Source: an optimization exercise on an open RTL-to-GDS flow (aim: small area and a short achievable clock period). Production flows keep margins and buffers that such runs may drop. Only simulation tests tie the RTL to the original design; equivalence was not proved.

`design/flow/design.v`:
```
`timescale 1ns/1ps
module ir_pulse_timer (
  input  logic       clk_100_passthrough,
  input  logic       rst_n,
  input  logic       ir_line,
  output logic       pulse_edge,
  output logic       pulse_level,
  output logic       pw_ge40,
  output logic       pw_gt100,
  output logic       pw_ge120,
  output logic       idle_ge320
);
  logic       sync_1;
  logic       sync_2;
  logic       line_d;
  logic [8:0] cnt;
  always_ff @(posedge clk_100_passthrough or negedge rst_n) begin
    if (!rst_n) begin
      sync_1      <= 1'b0;
      sync_2      <= 1'b0;
      line_d      <= 1'b0;
      cnt         <= '0;
      pulse_edge  <= 1'b0;
      pulse_level <= 1'b0;
      pw_ge40     <= 1'b0;
      pw_gt100    <= 1'b0;
      pw_ge120    <= 1'b0;
    end else begin
      sync_1     <= ir_line;
      sync_2     <= sync_1;
      line_d     <= sync_2;
      pulse_edge <= sync_2 ^ line_d;
      if (sync_2 != line_d) begin
        pulse_level <= line_d;
        pw_ge40     <= (cnt >= 9'd40);
        pw_gt100    <= (cnt > 9'd100);
        pw_ge120    <= (cnt >= 9'd120);
        cnt         <= 9'd1;
      end else if (cnt != 9'h1ff) begin
        cnt <= cnt + 9'd1;
      end
    end
  end
  assign idle_ge320 = (cnt >= 9'd320);
endmodule
`timescale 1ns/1ps
module ir_frame_fsm (
  input  logic       clk_100_passthrough,
  input  logic       rst_n,
  input  logic       pulse_edge,
  input  logic       pulse_level,
  input  logic       pw_ge40,
  input  logic       pw_gt100,
  input  logic       pw_ge120,
  input  logic       idle_ge320,
  output logic       letter_valid,
  output logic [4:0] letter,
  output logic       err_valid,
  output logic [1:0] err_code
);
  localparam logic [1:0] err_none    = 2'd0;
  localparam logic [1:0] err_timing  = 2'd1;
  localparam logic [1:0] err_timeout = 2'd2;
  localparam logic [1:0] err_range   = 2'd3;
  localparam logic [2:0] st_idle        = 3'd0;
  localparam logic [2:0] st_start_mark  = 3'd1;
  localparam logic [2:0] st_start_space = 3'd2;
  localparam logic [2:0] st_bit_mark    = 3'd3;
  localparam logic [2:0] st_bit_space   = 3'd4;
  localparam logic [2:0] st_stop_mark   = 3'd5;
  logic [2:0] state;
  logic [2:0] state_d;
  logic [2:0] bit_cnt;
  logic [2:0] bit_cnt_d;
  logic [4:0] shreg;
  logic       shreg_en;
  logic [4:0] code_d;
  logic       in_sync;
  logic       in_sync_d;
  logic       fire_letter;
  logic       fire_err;
  logic [1:0] err_d;
  always_comb begin
    state_d     = state;
    bit_cnt_d   = bit_cnt;
    shreg_en    = 1'b0;
    in_sync_d   = in_sync;
    fire_letter = 1'b0;
    fire_err    = 1'b0;
    err_d       = err_none;
    code_d      = {shreg[3:0], pw_ge40};
    if (state != st_idle && !pulse_edge && idle_ge320) begin
      fire_err = 1'b1;
      err_d    = err_timeout;
    end else if (pulse_edge) begin
      case (state)
        st_idle: begin
          if (!pulse_level && (in_sync || pw_gt100)) begin
            state_d   = st_start_mark;
            in_sync_d = 1'b1;
          end
        end
        st_start_mark: begin
          if (pw_ge120) begin
            state_d = st_start_space;
          end else begin
            fire_err = 1'b1;
            err_d    = err_timing;
          end
        end
        st_start_space: begin
          if (pw_ge40 && !pw_gt100) begin
            state_d   = st_bit_mark;
            bit_cnt_d = '0;
          end else begin
            fire_err = 1'b1;
            err_d    = err_timing;
          end
        end
        st_bit_mark: begin
          if (!pw_ge40) begin
            state_d = st_bit_space;
          end else begin
            fire_err = 1'b1;
            err_d    = err_timing;
          end
        end
        st_bit_space: begin
          if (pw_gt100) begin
            fire_err = 1'b1;
            err_d    = err_timing;
          end else begin
            shreg_en = 1'b1;
            if (bit_cnt == 3'd4) begin
              if (code_d > 5'd25) begin
                fire_err = 1'b1;
                err_d    = err_range;
              end else begin
                fire_letter = 1'b1;
                state_d     = st_stop_mark;
              end
            end else begin
              bit_cnt_d = bit_cnt + 3'd1;
              state_d   = st_bit_mark;
            end
          end
        end
        st_stop_mark: begin
          if (!pw_ge40) begin
            state_d = st_idle;
          end else begin
            fire_err = 1'b1;
            err_d    = err_timing;
          end
        end
        default: state_d = st_idle;
      endcase
    end
    if (fire_err) begin
      state_d   = st_idle;
      in_sync_d = 1'b0;
    end
  end
  always_ff @(posedge clk_100_passthrough or negedge rst_n) begin
    if (!rst_n) begin
      state        <= st_idle;
      bit_cnt      <= '0;
      in_sync      <= 1'b1;
      letter_valid <= 1'b0;
      err_valid    <= 1'b0;
      err_code     <= err_none;
    end else begin
      state        <= state_d;
      bit_cnt      <= bit_cnt_d;
      in_sync      <= in_sync_d;
      letter_valid <= fire_letter;
      err_valid    <= fire_err;
      err_code     <= err_d;
    end
  end
  always_ff @(posedge clk_100_passthrough) begin
    if (shreg_en) begin
      shreg <= code_d;
    end
  end
  assign letter = shreg;
endmodule
`timescale 1ns/1ps
module enigma_rotor_core (
  input  logic        clk_100_passthrough,
  input  logic        rst_n,
  input  logic        rotor_load,
  input  logic [14:0] rotor_start,
  input  logic        letter_valid,
  input  logic [4:0]  letter,
  output logic        cipher_valid,
  output logic [4:0]  cipher_letter
);
  logic [4:0] q0, q1, q2;
  logic [4:0] d10, d21;
  logic [4:0] nq0, nq1, nq2;
  logic [4:0] c0, c1, c2;
  logic [4:0] lq0, lq1, lq2;
  logic [4:0] mid;
  logic [4:0] mid_d;
  logic [4:0] out_d;
  logic       s1_valid;
  function automatic logic [4:0] r3_fwd(input logic [5:0] s);
    case (s)
      6'd0: r3_fwd = 5'd1;
      6'd1: r3_fwd = 5'd3;
      6'd2: r3_fwd = 5'd5;
      6'd3: r3_fwd = 5'd7;
      6'd4: r3_fwd = 5'd9;
      6'd5: r3_fwd = 5'd11;
      6'd6: r3_fwd = 5'd2;
      6'd7: r3_fwd = 5'd15;
      6'd8: r3_fwd = 5'd17;
      6'd9: r3_fwd = 5'd19;
      6'd10: r3_fwd = 5'd23;
      6'd11: r3_fwd = 5'd21;
      6'd12: r3_fwd = 5'd25;
      6'd13: r3_fwd = 5'd13;
      6'd14: r3_fwd = 5'd24;
      6'd15: r3_fwd = 5'd4;
      6'd16: r3_fwd = 5'd8;
      6'd17: r3_fwd = 5'd22;
      6'd18: r3_fwd = 5'd6;
      6'd19: r3_fwd = 5'd0;
      6'd20: r3_fwd = 5'd10;
      6'd21: r3_fwd = 5'd12;
      6'd22: r3_fwd = 5'd20;
      6'd23: r3_fwd = 5'd18;
      6'd24: r3_fwd = 5'd16;
      6'd25: r3_fwd = 5'd14;
      6'd26: r3_fwd = 5'd1;
      6'd27: r3_fwd = 5'd3;
      6'd28: r3_fwd = 5'd5;
      6'd29: r3_fwd = 5'd7;
      6'd30: r3_fwd = 5'd9;
      6'd31: r3_fwd = 5'd11;
      6'd32: r3_fwd = 5'd2;
      6'd33: r3_fwd = 5'd15;
      6'd34: r3_fwd = 5'd17;
      6'd35: r3_fwd = 5'd19;
      6'd36: r3_fwd = 5'd23;
      6'd37: r3_fwd = 5'd21;
      6'd38: r3_fwd = 5'd25;
      6'd39: r3_fwd = 5'd13;
      6'd40: r3_fwd = 5'd24;
      6'd41: r3_fwd = 5'd4;
      6'd42: r3_fwd = 5'd8;
      6'd43: r3_fwd = 5'd22;
      6'd44: r3_fwd = 5'd6;
      6'd45: r3_fwd = 5'd0;
      6'd46: r3_fwd = 5'd10;
      6'd47: r3_fwd = 5'd12;
      6'd48: r3_fwd = 5'd20;
      6'd49: r3_fwd = 5'd18;
      6'd50: r3_fwd = 5'd16;
      6'd51: r3_fwd = 5'd16;
      6'd52: r3_fwd = 5'd20;
      6'd53: r3_fwd = 5'd18;
      6'd54: r3_fwd = 5'd16;
      6'd55: r3_fwd = 5'd16;
      6'd56: r3_fwd = 5'd20;
      6'd57: r3_fwd = 5'd18;
      6'd58: r3_fwd = 5'd16;
      6'd59: r3_fwd = 5'd16;
      6'd60: r3_fwd = 5'd20;
      6'd61: r3_fwd = 5'd18;
      6'd62: r3_fwd = 5'd16;
      6'd63: r3_fwd = 5'd16;
      default: r3_fwd = 5'd0;
    endcase
  endfunction
  function automatic logic [4:0] r2_fwd(input logic [5:0] s);
    case (s)
      6'd0: r2_fwd = 5'd0;
      6'd1: r2_fwd = 5'd9;
      6'd2: r2_fwd = 5'd3;
      6'd3: r2_fwd = 5'd10;
      6'd4: r2_fwd = 5'd18;
      6'd5: r2_fwd = 5'd8;
      6'd6: r2_fwd = 5'd17;
      6'd7: r2_fwd = 5'd20;
      6'd8: r2_fwd = 5'd23;
      6'd9: r2_fwd = 5'd1;
      6'd10: r2_fwd = 5'd11;
      6'd11: r2_fwd = 5'd7;
      6'd12: r2_fwd = 5'd22;
      6'd13: r2_fwd = 5'd19;
      6'd14: r2_fwd = 5'd12;
      6'd15: r2_fwd = 5'd2;
      6'd16: r2_fwd = 5'd16;
      6'd17: r2_fwd = 5'd6;
      6'd18: r2_fwd = 5'd25;
      6'd19: r2_fwd = 5'd13;
      6'd20: r2_fwd = 5'd15;
      6'd21: r2_fwd = 5'd24;
      6'd22: r2_fwd = 5'd5;
      6'd23: r2_fwd = 5'd21;
      6'd24: r2_fwd = 5'd14;
      6'd25: r2_fwd = 5'd4;
      6'd26: r2_fwd = 5'd0;
      6'd27: r2_fwd = 5'd9;
      6'd28: r2_fwd = 5'd3;
      6'd29: r2_fwd = 5'd10;
      6'd30: r2_fwd = 5'd18;
      6'd31: r2_fwd = 5'd8;
      6'd32: r2_fwd = 5'd17;
      6'd33: r2_fwd = 5'd20;
      6'd34: r2_fwd = 5'd23;
      6'd35: r2_fwd = 5'd1;
      6'd36: r2_fwd = 5'd11;
      6'd37: r2_fwd = 5'd7;
      6'd38: r2_fwd = 5'd22;
      6'd39: r2_fwd = 5'd19;
      6'd40: r2_fwd = 5'd12;
      6'd41: r2_fwd = 5'd2;
      6'd42: r2_fwd = 5'd16;
      6'd43: r2_fwd = 5'd6;
      6'd44: r2_fwd = 5'd25;
      6'd45: r2_fwd = 5'd13;
      6'd46: r2_fwd = 5'd15;
      6'd47: r2_fwd = 5'd24;
      6'd48: r2_fwd = 5'd5;
      6'd49: r2_fwd = 5'd21;
      6'd50: r2_fwd = 5'd14;
      6'd51: r2_fwd = 5'd14;
      6'd52: r2_fwd = 5'd5;
      6'd53: r2_fwd = 5'd21;
      6'd54: r2_fwd = 5'd14;
      6'd55: r2_fwd = 5'd14;
      6'd56: r2_fwd = 5'd5;
      6'd57: r2_fwd = 5'd21;
      6'd58: r2_fwd = 5'd14;
      6'd59: r2_fwd = 5'd14;
      6'd60: r2_fwd = 5'd5;
      6'd61: r2_fwd = 5'd21;
      6'd62: r2_fwd = 5'd14;
      6'd63: r2_fwd = 5'd14;
      default: r2_fwd = 5'd0;
    endcase
  endfunction
  function automatic logic [4:0] r1_fwd(input logic [5:0] s);
    case (s)
      6'd0: r1_fwd = 5'd4;
      6'd1: r1_fwd = 5'd10;
      6'd2: r1_fwd = 5'd12;
      6'd3: r1_fwd = 5'd5;
      6'd4: r1_fwd = 5'd11;
      6'd5: r1_fwd = 5'd6;
      6'd6: r1_fwd = 5'd3;
      6'd7: r1_fwd = 5'd16;
      6'd8: r1_fwd = 5'd21;
      6'd9: r1_fwd = 5'd25;
      6'd10: r1_fwd = 5'd13;
      6'd11: r1_fwd = 5'd19;
      6'd12: r1_fwd = 5'd14;
      6'd13: r1_fwd = 5'd22;
      6'd14: r1_fwd = 5'd24;
      6'd15: r1_fwd = 5'd7;
      6'd16: r1_fwd = 5'd23;
      6'd17: r1_fwd = 5'd20;
      6'd18: r1_fwd = 5'd18;
      6'd19: r1_fwd = 5'd15;
      6'd20: r1_fwd = 5'd0;
      6'd21: r1_fwd = 5'd8;
      6'd22: r1_fwd = 5'd1;
      6'd23: r1_fwd = 5'd17;
      6'd24: r1_fwd = 5'd2;
      6'd25: r1_fwd = 5'd9;
      6'd26: r1_fwd = 5'd4;
      6'd27: r1_fwd = 5'd10;
      6'd28: r1_fwd = 5'd12;
      6'd29: r1_fwd = 5'd5;
      6'd30: r1_fwd = 5'd11;
      6'd31: r1_fwd = 5'd6;
      6'd32: r1_fwd = 5'd3;
      6'd33: r1_fwd = 5'd16;
      6'd34: r1_fwd = 5'd21;
      6'd35: r1_fwd = 5'd25;
      6'd36: r1_fwd = 5'd13;
      6'd37: r1_fwd = 5'd19;
      6'd38: r1_fwd = 5'd14;
      6'd39: r1_fwd = 5'd22;
      6'd40: r1_fwd = 5'd24;
      6'd41: r1_fwd = 5'd7;
      6'd42: r1_fwd = 5'd23;
      6'd43: r1_fwd = 5'd20;
      6'd44: r1_fwd = 5'd18;
      6'd45: r1_fwd = 5'd15;
      6'd46: r1_fwd = 5'd0;
      6'd47: r1_fwd = 5'd8;
      6'd48: r1_fwd = 5'd1;
      6'd49: r1_fwd = 5'd17;
      6'd50: r1_fwd = 5'd2;
      6'd51: r1_fwd = 5'd2;
      6'd52: r1_fwd = 5'd1;
      6'd53: r1_fwd = 5'd17;
      6'd54: r1_fwd = 5'd2;
      6'd55: r1_fwd = 5'd2;
      6'd56: r1_fwd = 5'd1;
      6'd57: r1_fwd = 5'd17;
      6'd58: r1_fwd = 5'd2;
      6'd59: r1_fwd = 5'd2;
      6'd60: r1_fwd = 5'd1;
      6'd61: r1_fwd = 5'd17;
      6'd62: r1_fwd = 5'd2;
      6'd63: r1_fwd = 5'd2;
      default: r1_fwd = 5'd0;
    endcase
  endfunction
  function automatic logic [4:0] refl(input logic [5:0] s);
    case (s)
      6'd0: refl = 5'd24;
      6'd1: refl = 5'd17;
      6'd2: refl = 5'd20;
      6'd3: refl = 5'd7;
      6'd4: refl = 5'd16;
      6'd5: refl = 5'd18;
      6'd6: refl = 5'd11;
      6'd7: refl = 5'd3;
      6'd8: refl = 5'd15;
      6'd9: refl = 5'd23;
      6'd10: refl = 5'd13;
      6'd11: refl = 5'd6;
      6'd12: refl = 5'd14;
      6'd13: refl = 5'd10;
      6'd14: refl = 5'd12;
      6'd15: refl = 5'd8;
      6'd16: refl = 5'd4;
      6'd17: refl = 5'd1;
      6'd18: refl = 5'd5;
      6'd19: refl = 5'd25;
      6'd20: refl = 5'd2;
      6'd21: refl = 5'd22;
      6'd22: refl = 5'd21;
      6'd23: refl = 5'd9;
      6'd24: refl = 5'd0;
      6'd25: refl = 5'd19;
      6'd26: refl = 5'd0;
      6'd27: refl = 5'd19;
      6'd28: refl = 5'd0;
      6'd29: refl = 5'd19;
      6'd30: refl = 5'd0;
      6'd31: refl = 5'd19;
      6'd32: refl = 5'd17;
      6'd33: refl = 5'd17;
      6'd34: refl = 5'd17;
      6'd35: refl = 5'd17;
      6'd36: refl = 5'd17;
      6'd37: refl = 5'd17;
      6'd38: refl = 5'd17;
      6'd39: refl = 5'd17;
      6'd40: refl = 5'd20;
      6'd41: refl = 5'd7;
      6'd42: refl = 5'd16;
      6'd43: refl = 5'd18;
      6'd44: refl = 5'd11;
      6'd45: refl = 5'd3;
      6'd46: refl = 5'd15;
      6'd47: refl = 5'd23;
      6'd48: refl = 5'd13;
      6'd49: refl = 5'd6;
      6'd50: refl = 5'd14;
      6'd51: refl = 5'd10;
      6'd52: refl = 5'd12;
      6'd53: refl = 5'd8;
      6'd54: refl = 5'd4;
      6'd55: refl = 5'd1;
      6'd56: refl = 5'd5;
      6'd57: refl = 5'd25;
      6'd58: refl = 5'd2;
      6'd59: refl = 5'd22;
      6'd60: refl = 5'd21;
      6'd61: refl = 5'd9;
      6'd62: refl = 5'd0;
      6'd63: refl = 5'd19;
      default: refl = 5'd0;
    endcase
  endfunction
  function automatic logic [4:0] r1_inv(input logic [5:0] s);
    case (s)
      6'd0: r1_inv = 5'd20;
      6'd1: r1_inv = 5'd22;
      6'd2: r1_inv = 5'd24;
      6'd3: r1_inv = 5'd6;
      6'd4: r1_inv = 5'd0;
      6'd5: r1_inv = 5'd3;
      6'd6: r1_inv = 5'd5;
      6'd7: r1_inv = 5'd15;
      6'd8: r1_inv = 5'd21;
      6'd9: r1_inv = 5'd25;
      6'd10: r1_inv = 5'd1;
      6'd11: r1_inv = 5'd4;
      6'd12: r1_inv = 5'd2;
      6'd13: r1_inv = 5'd10;
      6'd14: r1_inv = 5'd12;
      6'd15: r1_inv = 5'd19;
      6'd16: r1_inv = 5'd7;
      6'd17: r1_inv = 5'd23;
      6'd18: r1_inv = 5'd18;
      6'd19: r1_inv = 5'd11;
      6'd20: r1_inv = 5'd17;
      6'd21: r1_inv = 5'd8;
      6'd22: r1_inv = 5'd13;
      6'd23: r1_inv = 5'd16;
      6'd24: r1_inv = 5'd14;
      6'd25: r1_inv = 5'd9;
      6'd26: r1_inv = 5'd20;
      6'd27: r1_inv = 5'd22;
      6'd28: r1_inv = 5'd24;
      6'd29: r1_inv = 5'd6;
      6'd30: r1_inv = 5'd0;
      6'd31: r1_inv = 5'd3;
      6'd32: r1_inv = 5'd5;
      6'd33: r1_inv = 5'd15;
      6'd34: r1_inv = 5'd21;
      6'd35: r1_inv = 5'd25;
      6'd36: r1_inv = 5'd1;
      6'd37: r1_inv = 5'd4;
      6'd38: r1_inv = 5'd2;
      6'd39: r1_inv = 5'd10;
      6'd40: r1_inv = 5'd12;
      6'd41: r1_inv = 5'd19;
      6'd42: r1_inv = 5'd7;
      6'd43: r1_inv = 5'd23;
      6'd44: r1_inv = 5'd18;
      6'd45: r1_inv = 5'd11;
      6'd46: r1_inv = 5'd17;
      6'd47: r1_inv = 5'd8;
      6'd48: r1_inv = 5'd13;
      6'd49: r1_inv = 5'd16;
      6'd50: r1_inv = 5'd14;
      6'd51: r1_inv = 5'd14;
      6'd52: r1_inv = 5'd13;
      6'd53: r1_inv = 5'd16;
      6'd54: r1_inv = 5'd14;
      6'd55: r1_inv = 5'd14;
      6'd56: r1_inv = 5'd13;
      6'd57: r1_inv = 5'd16;
      6'd58: r1_inv = 5'd14;
      6'd59: r1_inv = 5'd14;
      6'd60: r1_inv = 5'd13;
      6'd61: r1_inv = 5'd16;
      6'd62: r1_inv = 5'd14;
      6'd63: r1_inv = 5'd14;
      default: r1_inv = 5'd0;
    endcase
  endfunction
  function automatic logic [4:0] r2_inv(input logic [5:0] s);
    case (s)
      6'd0: r2_inv = 5'd0;
      6'd1: r2_inv = 5'd9;
      6'd2: r2_inv = 5'd15;
      6'd3: r2_inv = 5'd2;
      6'd4: r2_inv = 5'd25;
      6'd5: r2_inv = 5'd22;
      6'd6: r2_inv = 5'd17;
      6'd7: r2_inv = 5'd11;
      6'd8: r2_inv = 5'd5;
      6'd9: r2_inv = 5'd1;
      6'd10: r2_inv = 5'd3;
      6'd11: r2_inv = 5'd10;
      6'd12: r2_inv = 5'd14;
      6'd13: r2_inv = 5'd19;
      6'd14: r2_inv = 5'd24;
      6'd15: r2_inv = 5'd20;
      6'd16: r2_inv = 5'd16;
      6'd17: r2_inv = 5'd6;
      6'd18: r2_inv = 5'd4;
      6'd19: r2_inv = 5'd13;
      6'd20: r2_inv = 5'd7;
      6'd21: r2_inv = 5'd23;
      6'd22: r2_inv = 5'd12;
      6'd23: r2_inv = 5'd8;
      6'd24: r2_inv = 5'd21;
      6'd25: r2_inv = 5'd18;
      6'd26: r2_inv = 5'd21;
      6'd27: r2_inv = 5'd18;
      6'd28: r2_inv = 5'd21;
      6'd29: r2_inv = 5'd18;
      6'd30: r2_inv = 5'd21;
      6'd31: r2_inv = 5'd18;
      6'd32: r2_inv = 5'd9;
      6'd33: r2_inv = 5'd9;
      6'd34: r2_inv = 5'd9;
      6'd35: r2_inv = 5'd9;
      6'd36: r2_inv = 5'd9;
      6'd37: r2_inv = 5'd9;
      6'd38: r2_inv = 5'd9;
      6'd39: r2_inv = 5'd9;
      6'd40: r2_inv = 5'd15;
      6'd41: r2_inv = 5'd2;
      6'd42: r2_inv = 5'd25;
      6'd43: r2_inv = 5'd22;
      6'd44: r2_inv = 5'd17;
      6'd45: r2_inv = 5'd11;
      6'd46: r2_inv = 5'd5;
      6'd47: r2_inv = 5'd1;
      6'd48: r2_inv = 5'd3;
      6'd49: r2_inv = 5'd10;
      6'd50: r2_inv = 5'd14;
      6'd51: r2_inv = 5'd19;
      6'd52: r2_inv = 5'd24;
      6'd53: r2_inv = 5'd20;
      6'd54: r2_inv = 5'd16;
      6'd55: r2_inv = 5'd6;
      6'd56: r2_inv = 5'd4;
      6'd57: r2_inv = 5'd13;
      6'd58: r2_inv = 5'd7;
      6'd59: r2_inv = 5'd23;
      6'd60: r2_inv = 5'd12;
      6'd61: r2_inv = 5'd8;
      6'd62: r2_inv = 5'd21;
      6'd63: r2_inv = 5'd18;
      default: r2_inv = 5'd0;
    endcase
  endfunction
  function automatic logic [4:0] r3_inv(input logic [5:0] s);
    case (s)
      6'd0: r3_inv = 5'd19;
      6'd1: r3_inv = 5'd0;
      6'd2: r3_inv = 5'd6;
      6'd3: r3_inv = 5'd1;
      6'd4: r3_inv = 5'd15;
      6'd5: r3_inv = 5'd2;
      6'd6: r3_inv = 5'd18;
      6'd7: r3_inv = 5'd3;
      6'd8: r3_inv = 5'd16;
      6'd9: r3_inv = 5'd4;
      6'd10: r3_inv = 5'd20;
      6'd11: r3_inv = 5'd5;
      6'd12: r3_inv = 5'd21;
      6'd13: r3_inv = 5'd13;
      6'd14: r3_inv = 5'd25;
      6'd15: r3_inv = 5'd7;
      6'd16: r3_inv = 5'd24;
      6'd17: r3_inv = 5'd8;
      6'd18: r3_inv = 5'd23;
      6'd19: r3_inv = 5'd9;
      6'd20: r3_inv = 5'd22;
      6'd21: r3_inv = 5'd11;
      6'd22: r3_inv = 5'd17;
      6'd23: r3_inv = 5'd10;
      6'd24: r3_inv = 5'd14;
      6'd25: r3_inv = 5'd12;
      6'd26: r3_inv = 5'd14;
      6'd27: r3_inv = 5'd12;
      6'd28: r3_inv = 5'd14;
      6'd29: r3_inv = 5'd12;
      6'd30: r3_inv = 5'd14;
      6'd31: r3_inv = 5'd12;
      6'd32: r3_inv = 5'd0;
      6'd33: r3_inv = 5'd0;
      6'd34: r3_inv = 5'd0;
      6'd35: r3_inv = 5'd0;
      6'd36: r3_inv = 5'd0;
      6'd37: r3_inv = 5'd0;
      6'd38: r3_inv = 5'd0;
      6'd39: r3_inv = 5'd0;
      6'd40: r3_inv = 5'd6;
      6'd41: r3_inv = 5'd1;
      6'd42: r3_inv = 5'd15;
      6'd43: r3_inv = 5'd2;
      6'd44: r3_inv = 5'd18;
      6'd45: r3_inv = 5'd3;
      6'd46: r3_inv = 5'd16;
      6'd47: r3_inv = 5'd4;
      6'd48: r3_inv = 5'd20;
      6'd49: r3_inv = 5'd5;
      6'd50: r3_inv = 5'd21;
      6'd51: r3_inv = 5'd13;
      6'd52: r3_inv = 5'd25;
      6'd53: r3_inv = 5'd7;
      6'd54: r3_inv = 5'd24;
      6'd55: r3_inv = 5'd8;
      6'd56: r3_inv = 5'd23;
      6'd57: r3_inv = 5'd9;
      6'd58: r3_inv = 5'd22;
      6'd59: r3_inv = 5'd11;
      6'd60: r3_inv = 5'd17;
      6'd61: r3_inv = 5'd10;
      6'd62: r3_inv = 5'd14;
      6'd63: r3_inv = 5'd12;
      default: r3_inv = 5'd0;
    endcase
  endfunction
  function automatic logic [4:0] sub26(input logic [4:0] a, input logic [4:0] b);
    logic [5:0] d;
    d = {1'b0, a} - {1'b0, b};
    if (d[5]) begin
      d = d + 6'd26;
    end
    sub26 = d[4:0];
  endfunction
  function automatic logic [4:0] inc26(input logic [4:0] a);
    inc26 = (a == 5'd25) ? 5'd0 : a + 5'd1;
  endfunction
  always_comb begin
    nq0 = inc26(q0);
    nq1 = (q0 == 5'd21) ? inc26(q1) : q1;
    nq2 = (q0 == 5'd21 && q1 == 5'd4) ? inc26(q2) : q2;
  end
  always_comb begin
    c0  = (rotor_start[4:0]   > 5'd25) ? 5'd0 : rotor_start[4:0];
    c1  = (rotor_start[9:5]   > 5'd25) ? 5'd0 : rotor_start[9:5];
    c2  = (rotor_start[14:10] > 5'd25) ? 5'd0 : rotor_start[14:10];
    lq0 = inc26(c0);
    lq1 = (c0 == 5'd21) ? inc26(c1) : c1;
    lq2 = (c0 == 5'd21 && c1 == 5'd4) ? inc26(c2) : c2;
  end
  always_comb begin
    d10 = sub26(q1, q0);
    d21 = sub26(q2, q1);
  end
  always_comb begin
    logic [4:0] y;
    y     = r3_fwd({1'b0, letter} + {1'b0, q0});
    y     = r2_fwd({1'b0, y} + {1'b0, d10});
    y     = r1_fwd({1'b0, y} + {1'b0, d21});
    mid_d = refl({1'b0, y} - {1'b0, q2});
  end
  always_comb begin
    logic [4:0] y;
    y     = r1_inv({1'b0, mid} + {1'b0, q2});
    y     = r2_inv({1'b0, y} - {1'b0, d21});
    y     = r3_inv({1'b0, y} - {1'b0, d10});
    out_d = sub26(y, q0);
  end
  always_ff @(posedge clk_100_passthrough or negedge rst_n) begin
    if (!rst_n) begin
      q0           <= 5'd1;
      q1           <= 5'd0;
      q2           <= 5'd0;
      s1_valid     <= 1'b0;
      cipher_valid <= 1'b0;
    end else begin
      cipher_valid <= s1_valid;
      s1_valid <= letter_valid && !rotor_load;
      if (rotor_load) begin
        q0 <= lq0;
        q1 <= lq1;
        q2 <= lq2;
      end else if (s1_valid) begin
        q0 <= nq0;
        q1 <= nq1;
        q2 <= nq2;
      end
    end
  end
  always_ff @(posedge clk_100_passthrough) begin
    mid           <= mid_d;
    cipher_letter <= out_d;
  end
endmodule
`timescale 1ns/1ps
module letter_buffer (
  input  logic        clk_100_passthrough,
  input  logic        rst_n,
  input  logic        cipher_valid,
  input  logic [4:0]  cipher_letter,
  input  logic [9:0]  rd_addr,
  output logic [4:0]  rd_data,
  output logic [10:0] letter_count
);
  logic [4:0] mem [0:255];
  logic [7:0] wr_addr;
  logic [15:0] ra_lo;
  logic [15:0] ra_hi;
  logic [4:0]  rd_d;
  always_comb begin
    for (int i = 0; i < 16; i++) begin
      ra_lo[i] = (rd_addr[3:0] == 4'(i));
      ra_hi[i] = (rd_addr[7:4] == 4'(i));
    end
    rd_d = '0;
    for (int i = 0; i < 256; i++) begin
      rd_d = rd_d | ({5{ra_hi[i / 16] & ra_lo[i % 16]}} & mem[i]);
    end
  end
  always_ff @(posedge clk_100_passthrough) begin
    if (cipher_valid) begin
      mem[wr_addr] <= cipher_letter;
    end
    rd_data <= rd_d;
  end
  always_ff @(posedge clk_100_passthrough or negedge rst_n) begin
    if (!rst_n) begin
      wr_addr <= '0;
    end else if (cipher_valid) begin
      wr_addr <= wr_addr + 8'd1;
    end
  end
  assign letter_count = {3'b000, wr_addr};
endmodule
`timescale 1ns/1ps
module enigma_ir_top (
  input  logic        clk_100_passthrough,
  input  logic        rst_n,
  input  logic        ir_line,
  input  logic        rotor_load,
  input  logic [14:0] rotor_start,
  input  logic [9:0]  rd_addr,
  output logic        cipher_valid,
  output logic [4:0]  cipher_letter,
  output logic        err_valid,
  output logic [1:0]  err_code,
  output logic [10:0] letter_count,
  output logic [4:0]  rd_data
);
  logic        pulse_edge;
  logic        pulse_level;
  logic        pw_ge40;
  logic        pw_gt100;
  logic        pw_ge120;
  logic        idle_ge320;
  logic        letter_valid;
  logic [4:0]  letter;
  ir_pulse_timer u_timer (
    .clk_100_passthrough (clk_100_passthrough),
    .rst_n               (rst_n),
    .ir_line             (ir_line),
    .pulse_edge          (pulse_edge),
    .pulse_level         (pulse_level),
    .pw_ge40             (pw_ge40),
    .pw_gt100            (pw_gt100),
    .pw_ge120            (pw_ge120),
    .idle_ge320          (idle_ge320)
  );
  ir_frame_fsm u_frame (
    .clk_100_passthrough (clk_100_passthrough),
    .rst_n               (rst_n),
    .pulse_edge          (pulse_edge),
    .pulse_level         (pulse_level),
    .pw_ge40             (pw_ge40),
    .pw_gt100            (pw_gt100),
    .pw_ge120            (pw_ge120),
    .idle_ge320          (idle_ge320),
    .letter_valid        (letter_valid),
    .letter              (letter),
    .err_valid           (err_valid),
    .err_code            (err_code)
  );
  enigma_rotor_core u_core (
    .clk_100_passthrough (clk_100_passthrough),
    .rst_n               (rst_n),
    .rotor_load          (rotor_load),
    .rotor_start         (rotor_start),
    .letter_valid        (letter_valid),
    .letter              (letter),
    .cipher_valid        (cipher_valid),
    .cipher_letter       (cipher_letter)
  );
  letter_buffer u_buffer (
    .clk_100_passthrough (clk_100_passthrough),
    .rst_n               (rst_n),
    .cipher_valid        (cipher_valid),
    .cipher_letter       (cipher_letter),
    .rd_addr             (rd_addr),
    .rd_data             (rd_data),
    .letter_count        (letter_count)
  );
endmodule
```
`design/flow/flow/run.sh`:
```
#!/bin/bash
# The standard layout (the standard.sh: ORFS with the standard synthesis
# and the design's SDC unchanged), with two changes to how it is built:
# - repair_timing keeps improving the slowest paths until they have
#   SETUP_SLACK_MARGIN of slack at the design's clock period;
# - clock tree synthesis clusters the flip-flops into groups of up to 10
#   within 50 um, each driven by a clkbuf_8, under a clkbuf_16 tree.
# make's own output goes to standard_finish.log; each ORFS step logs to
# orfs/logs/.
set -euo pipefail
MARGIN=19
CTS="-sink_clustering_enable -repair_clock_nets"
CTS="$CTS -sink_clustering_buffer sky130_fd_sc_hd__clkbuf_8"
CTS="$CTS -sink_clustering_size 10 -sink_clustering_max_diameter 50"
CTS="$CTS -tree_buf sky130_fd_sc_hd__clkbuf_16 -root_buf sky130_fd_sc_hd__clkbuf_16"
bash standard.sh SETUP_SLACK_MARGIN=$MARGIN "CTS_ARGS=$CTS" finish > standard_finish.log 2>&1
test -f out/final.def
```
`design/flow/standard.sh`:
```
#!/bin/bash
# synth_recipe.tcl (not shown) runs the flow's synth.tcl, then flattens the netlist and writes it again
# the make line also repeats each setting of config.mk as NAME=value (left out here)
make -C /OpenROAD-flow-scripts/flow DESIGN_CONFIG=/design/flow/config.mk WORK_HOME=/design/flow/orfs CLKGATE_MAP_FILE= SYNTH_SCRIPT=/design/flow/synth_recipe.tcl "${@:-finish}"
```
`design/flow/config.mk`:
```
export PLATFORM = sky130hd
export DESIGN_NAME = enigma_ir_top
export DESIGN_NICKNAME = enigma_ir_top
export VERILOG_FILES = /design/flow/design.v
export SDC_FILE = /design/flow/constraint.sdc
export NUM_CORES = 4
export LEC_CHECK = 0
export CAP_MARGIN = 20
export CORE_MARGIN = 2
export CORE_UTILIZATION = 40
export SLEW_MARGIN = 20
export SYNTH_MEMORY_MAX_BITS = 8192
```
`design/flow/constraint.sdc`:
```
create_clock -name core_clock -period 27.0 [get_ports {clk_100_passthrough}]
set_input_delay 5.4000 -clock core_clock [delete_from_list [all_inputs] [get_ports {clk_100_passthrough}]]
set_output_delay 5.4000 -clock core_clock [all_outputs]
set_load 0.01 [all_outputs]
```
==> run_results.csv, run 1 <==
group,metric,value,unit
run_status,outcome,"finished clean",
cts,cts_tree,"done",
floorplanning,die_w,387,um
yosys,ys_ff_latch,1353,
yosys,ys.flop_type,"edfxtp_1",
detailed_routing,route.detailed.drc,0,
critical_path,cp_num_buf_inv,3,
cts,clockRootBuffer,"clkbuf_16",
global_routing,antenna_found_initial,23,
detailed_routing,first_iter_violations,9910,
yosys,synth.cell_area,0.0586,sq mm
finish,fill_cells,12722,
placement,port_buffers,48,
sta,finalHoldViolCount,0,
critical_path,required,27550,ps
floorplanning,rows,140,
sta,rsz0062_at_grt,"yes",
critical_path,crit_path_start,"rd_addr[5]",
detailed_routing,wl_per_cell,43.6,um
sta,fin_skew,38.4,ps
global_routing,grt.busiest_layer,"met2",
sta,slew_headroom,0.0107,
critical_path,crit_slowest_cell,"a222oi_1",
critical_path,r2r_start,"u_core.q2[0]",
global_routing,grt_usage,0.372,
yosys,synth_edf_count,1285,
finish,layout_common_cells,"1285 x edfxtp_1, 442 x nand3_1, 334 x nor2_1",
finish,final_common_cell,"edfxtp_1",
placement,dpl.hpwl,182000,um
global_routing,grtUsageMet2,0.490,
global_routing,overflow,0,
yosys,synth_top_area_share,0.659,
finish,nets,4766,
flow_run,maxCapViolCount,0,
critical_path,crit_family,"simple AND/OR/NAND/NOR gates",
sta,fin_crit,8410,ps
global_routing,grt_pass1_vias,42087,
global_routing,grt_max_degree,200,
worst_hold_path,hp-start,"u_timer.sync_1",
yosys,synth_area_leaders,"edfxtp_1 66%, nand3_1 3.8%, a22oi_1 3.5%, ha_1 2.6%, nor2_1 2.4%",
detailed_routing,first_pass_iters,9,
detailed_routing,drt-vias-per-instance,7.23,
critical_path,end_kind,"flip-flop",
critical_path,worstSetupPathType,"input pin to flip-flop",
cts,clock_latency,800,ps
critical_path,crit_top_cell,"buf_12",
critical_path,critPathMaxFanout,33,
cts,htree_levels,4,
floorplanning,die_area,0.150,sq mm
cts,cts_hold_buf,0,
yosys,synth_cells,4357,
critical_path,worstPathCellList,"buf_2 > buf_12 > and4b_4 > buf_12 > a222oi_1 > o22ai_1 > or4_4 > nor4_4 > nand4_1",
floorplanning,die_h,387,um
floorplanning,start_util,0.403,
critical_path,slowest_delay,1220,ps
global_routing,grt_pass1_wl,376000,um
yosys,synth_cell_type_count,86,
cts,cts.sinks,1353,
sta,maxSlewViolCount,0,
yosys,seq_area_frac_synth,0.686,
global_routing,gr-usage-met1,0.452,
yosys,synth_largest_area_cell,"edfxtp_1",
sta,setup_viol,0,
cts,clkSlewWorstSetupHoldPaths,70,ps
critical_path,critPathLaunchType,"input pin",
sta,timing.fmax,0.119,GHz
sta,post-route-period-util,0.311,
detailed_routing,vias,47888,
sta,worst_slew_pin_slew,1480,ps
finish,drive_gt1_frac,0.190,
sta,finalSetupTns,0,ps
worst_hold_path,worstHoldPathType,"flip-flop to flip-flop",
cts,numCtsBuffers,163,
detailed_routing,wl,289000,um
placement,place_area,0.0622,sq mm
yosys,syn_avg_cell_area,13.4,sq um
cts,clk_path_buf_depth,3,
critical_path,worst_ep_arrival_time,8960,ps
floorplanning,coreArea,0.146,sq mm
detailed_routing,ant_nets,0,
placement,place_congestion,1.12,
global_routing,globalRouteMet3Util,0.215,
yosys,async_flop_share,0.0392,
finish,fin_area,0.0690,sq mm
finish,area_growth,17.8,%
yosys,yosysWarnings,4,
floorplanning,io_pins,54,
[sequential cells by signal, summed over array words and instances (netlist names), 5 cells and up]
name and count:
u_core.cipher_letter 5, u_core.mid 5, u_timer.cnt 9, u_core.q0 5, u_buffer.mem 1280, u_core.q1 5, u_core.q2 5, u_frame.shreg 5
u_buffer.rd_data 5, u_buffer.wr_addr 8
[kinds of logic (layout without fill, tap and decap cells)]
| logic type | after synthesis | in the layout | share of synthesized area |
|---|---|---|---|
| other | 1 | 22 | 0.0000640 |
| xor gates and xnor gates | 74 | 74 | 0.0111 |
| DFF | 1353 | 1353 | 0.686 |
| and+or+nand+nor | 1381 | 1383 | 0.118 |
| AOI/OAI and AO/OA | 990 | 990 | 0.120 |
| buffers and inverters | 389 | 718 | 0.0265 |
| muxes | 34 | 34 | 0.00769 |
| adders and majority gates | 135 | 135 | 0.0301 |
[worst paths after layout]
kind / slack (ps) / end / cells after the start
min reg2reg: 350 / u_timer.sync_2 / 0
max reg2reg: 19020 / u_core.cipher_letter[2] / 33
max: 18590 / u_buffer.rd_data[1] / 9
max in group asynchronous: 21740 / u_core.q2[1] / 2
min in group asynchronous: 4740 / u_frame.bit_cnt[0] / 2
min: 350 / u_timer.sync_2 / 0
[worst reg2reg max path, delay by kind of cell, from the launching register on]
family / cells / cell delay, ps
flip-flops: 1 / 460
AND/OR/NAND/NOR: 3 / 170
adder cells (fa/ha/maj): 10 / 3150
AO/OA/AOI/OAI: 9 / 1860
XOR/XNOR: 3 / 630
multiplexers: 4 / 1250
buffers and inverters: 4 / 370
[layer usage]
| layer | wire, um | vias up |
|---|---|---|
| li1 | - | 17780 |
| met1 | 96700 | 23676 |
| met2 | 111000 | 5126 |
| met3 | 54700 | 1264 |
| met4 | 26300 | 42 |
| met5 | 908 | - |
[synth_stat cells (all sizes together) (11+ instances only)]
master and n:
mux2i 18, xor2 28, nor3 61, o21ai 89, o22ai 121, nand4 117
nor4bb 12, nor2 379, o21a 14, a21o 22, xnor2 46, edfxtp 1285
or4 18, o31ai 12, o211ai 30, a31oi 30, nor4 56, clkbuf 225
nand2 162, a32oi 50, or3 11, dfxtp 15, a22oi 275, dfrtp 51
buf 92, a211oi 21, a221oi 39, nand3 450, nand2b 14, a222oi 26
a22o 45, inv 70, a21oi 134, ha 124, nor2b 25
[metrics by stage]
| stage | instances | worst slack, ps | utilization | hold WS, ps |
|---|---|---|---|---|
| floorplan | 4359 | 19020 | - | 331 |
| global placement | 6191 | 16660 | 0.427 | 339 |
| finish | 6626 | 18590 | 0.474 | 351 |
| detailed placement | 6195 | 16630 | 0.427 | 342 |
| global route | 6608 | 18730 | 0.474 | 357 |
| CTS | 6534 | 19000 | 0.465 | 355 |
[what timing repair did]
| item | in CTS | in global routing |
|---|---|---|
| gates resized for setup | 318 | 130 |
| buffers inserted | 74 | 64 |
| hold endpoints to repair | 0 | 0 |
| cloned | 13 | 4 |
| endpoints found under the setup margin | 15 | 14 |
| pin swaps | 59 | 71 |
[cell type report]
class	instances	area [sq um]	share of cell area
diodes	19	47.5	0.000689
clock buffers	213	2650	0.0384
clock inverters	39	432	0.00625
inverters	72	294	0.00426
multi-input cells	2619	18900	0.273
flip-flops and latches	1353	40200	0.583
well taps	1917	2400	0.0347
repair buffers	394	4100	0.0594
==> run 2: changes to the inputs <==
--- a/design/flow/flow/run.sh
+++ b/design/flow/flow/run.sh
@@ -9,5 +9,5 @@
 # orfs/logs/.
 set -euo pipefail
-MARGIN=19
+MARGIN=19.3
 CTS="-sink_clustering_enable -repair_clock_nets"
 CTS="$CTS -sink_clustering_buffer sky130_fd_sc_hd__clkbuf_8"
==> run 2 against run 1 <==
Register-to-register slack improved by 180 ps. Critical endpoint is now u_buffer.rd_data[3]. Still clean. Count of clock-buffer cells in the layout fell by 6. Critical path depth rose by 4. Utilization rose by 1.2 points. Via count rose by 1.7%. Sequential share of layout area fell by 1.4 points. Area after synthesis did not move. Design area rose by 2.5%.
==> run_results.csv, run 2 <==
group,metric,value,unit
global_routing,overflow,0,
cts,cts.sinks,1353,
finish,layout_common_cells,"1285 x edfxtp_1, 437 x nand3_1, 328 x nor2_1",
detailed_routing,first_iter_violations,10780,
critical_path,critPathLaunchType,"input pin",
floorplanning,die_h,387,um
cts,clkSlewWorstSetupHoldPaths,70,ps
global_routing,grt_pass1_vias,42648,
critical_path,reg2reg_depth,32,
finish,drive_gt1_frac,0.218,
floorplanning,coreArea,0.146,sq mm
yosys,syn_avg_cell_area,13.4,sq um
floorplanning,start_util,0.403,
finish,fin_area,0.0708,sq mm
critical_path,worstReg2RegEnd,"u_core.mid[4]",
sta,finalSetupTns,0,ps
yosys,synth_top_area_share,0.659,
placement,place_area,0.0621,sq mm
sta,maxSlewViolCount,0,
sta,timing.fmax,0.121,GHz
yosys,synth_commonest_cells,"1285 x edfxtp_1, 450 x nand3_1, 379 x nor2_1, 275 x a22oi_1, 225 x clkbuf_1",
detailed_routing,wl,295000,um
yosys,synth.most_common_cell,"edfxtp_1",
global_routing,grt_usage,0.376,
cts,clock_latency,810,ps
placement,dpl.hpwl,178000,um
floorplanning,die_area,0.150,sq mm
run_status,outcome,"finished clean",
worst_hold_path,worstHoldPathType,"flip-flop to flip-flop",
floorplanning,rows,140,
cts,clockRootBuffer,"clkbuf_16",
sta,fin_crit,8230,ps
cts,clk_path_buf_depth,3,
yosys,synth_area_leaders,"edfxtp_1 66%, nand3_1 3.8%, a22oi_1 3.5%, ha_1 2.6%, nor2_1 2.4%",
flow_run,maxCapViolCount,0,
finish,area_growth,20.8,%
global_routing,grt_pass1_wl,380000,um
sta,post-route-period-util,0.305,
finish,top_regs,"u_buffer.mem x1280, u_timer.cnt x9, u_buffer.wr_addr x8",
finish,final_common_cell,"edfxtp_1",
detailed_routing,vias,48708,
sta,setup_viol,0,
critical_path,end_kind,"flip-flop",
yosys,synth_largest_area_cell,"edfxtp_1",
yosys,synth_edf_count,1285,
yosys,synth_cell_type_count,86,
cts,cts_tree,"done",
sta,holdWs,349,ps
cts,cts_hold_buf,0,
yosys,synth_cells,4357,
yosys,async_flop_share,0.0392,
yosys,ys.flop_type,"edfxtp_1",
finish,largest_reg_flops,1280,
critical_path,worstSetupPathType,"input pin to flip-flop",
yosys,synth.cell_area,0.0586,sq mm
detailed_routing,route.detailed.drc,0,
critical_path,crit_path_start,"rd_addr[6]",
placement,place_congestion,1.10,
sta,worst_slew_pin_slew,1380,ps
detailed_routing,wl_per_cell,44.3,um
critical_path,crit_end,"u_buffer.rd_data[3]",
floorplanning,die_w,387,um
sta,rsz0062_at_grt,"yes",
sta,finalHoldViolCount,0,
global_routing,grt_max_degree,204,
critical_path,worst_ep_arrival_time,8890,ps
yosys,yosysWarnings,4,
cts,htree_levels,4,
detailed_routing,ant_nets,0,
critical_path,r2r_start,"u_frame.shreg[0]",
finish,regMostFlops,"u_buffer.mem",
finish,nets,4824,
global_routing,antenna_found_initial,27,
sta,fin_skew,36.5,ps
yosys,ys_ff_latch,1353,
cts,numCtsBuffers,163,
placement,port_buffers,48,
yosys,seq_area_frac_synth,0.686,
critical_path,critPathMaxFanout,26,
floorplanning,io_pins,54,
sta,slew_headroom,0.0762,
detailed_routing,first_pass_iters,10,
critical_path,rrSetupSlack,19200,ps
critical_path,required,27660,ps
detailed_routing,drt-vias-per-instance,7.30,
[run 2: cell counts after synthesis]
No cell type changed its count.
[run 2: worst min path at each step]
stage / from / end / depth (start not counted)
floorplan: u_timer.sync_1 / u_timer.sync_2 / 0
global placement: u_timer.sync_1 / u_timer.sync_2 / 0
finish: u_timer.sync_1 / u_timer.sync_2 / 0
global route: u_timer.sync_1 / u_timer.sync_2 / 0
CTS: u_timer.sync_1 / u_timer.sync_2 / 0
detailed placement: u_timer.sync_1 / u_timer.sync_2 / 0
[run 2: repair_timing]
item | in CTS | in global routing
hold endpoints to repair | 0 | 0
pin swaps | 111 | 129
setup buffers | 122 | 70
cloned | 13 | 15
endpoints found under the setup margin | 19 | 14
resized for setup | 435 | 180
[run 2: per-stage QoR]
step                setup slack [ps]  utilization  cells
detailed placement             16660        0.427   6181
CTS                            19180        0.472   6555
finish                         18770        0.486   6672
global route                   18940        0.486   6656
global placement               16670        0.427   6181
floorplan                      19260            -   4359
[run 2: final cells by class]
cell class,count,area (sq um)
timing repair buffer,451,5090
tap,1917,2400
inverter,72,297
antenna,20,50.0
sequential,1353,40200
clock inverter,32,270
fill,12468,74800
multi-input combinational,2620,19700
clock buffer,207,2740
[run 2: logic make-up after synthesis]
logic type	Yosys count	share of synthesized area
AO/OA/AOI/OAI	990	0.120
XOR/XNOR	74	0.0111
adder cells (fa/ha/maj)	135	0.0301
buffers and inverters	389	0.0265
flip-flops	1353	0.686
multiplexers	34	0.00769
other	1	0.0000640
AND/OR/NAND/NOR	1381	0.118
[run 2: layer usage]
layer  up-vias  routed length [um]  track usage
met3      1451               54800        0.216
li1      17889                   -            -
met5         -                1310       0.0389
met1     23921               95900        0.445
met4        42               30100        0.277
met2      5405              113000        0.499
[run 2: critical path: stages]
cell     delay, ps
buf_12         100
buf_12         120
buf_4          150
buf_12         110
nor4b_4         40
buf_6          180
buf_12         200
nand3_1        110
nand4_1        370
or4_4          650
nor4_4         200
nand4_1        580
or3_4          640

-- port drivers added, routing unchanged --
How much do the figures lean on ideal ports? The routed layouts below were timed once more, with nothing changed but the port constraints.
Step 1: set_driving_cell puts a clkbuf_16 on clk_100_passthrough and a buf_2 on each other input, an assumption about the parent block.
Step 2 times the ports against the registers' clock, not the clock port: input delays grow and output delays shrink by t, the midpoint of the rising clock arrivals with the driver on.
Slacks: ideal ports / drivers / drivers and shift; pairs: ideal ports / drivers.
| run | t (ns) | setup WS [ns] | latest minus earliest clock arrival (ns) | worst data-port slew with drivers (ns) | pins driven straight from the clock port |
|---|---|---|---|---|---|
| run 1 | 0.883 | 18.590 / 18.657 / 17.773 | 0.057 / 0.057 | 0.07 | 1 |
| run 2 | 0.877 | 18.769 / 18.758 / 17.881 | 0.046 / 0.045 | 0.22 | 1 |
After both steps every run listed still meets setup and hold. The setup slack of run 2, which loses most, moves by -0.011 ns with the drivers and by -0.888 ns with both steps.
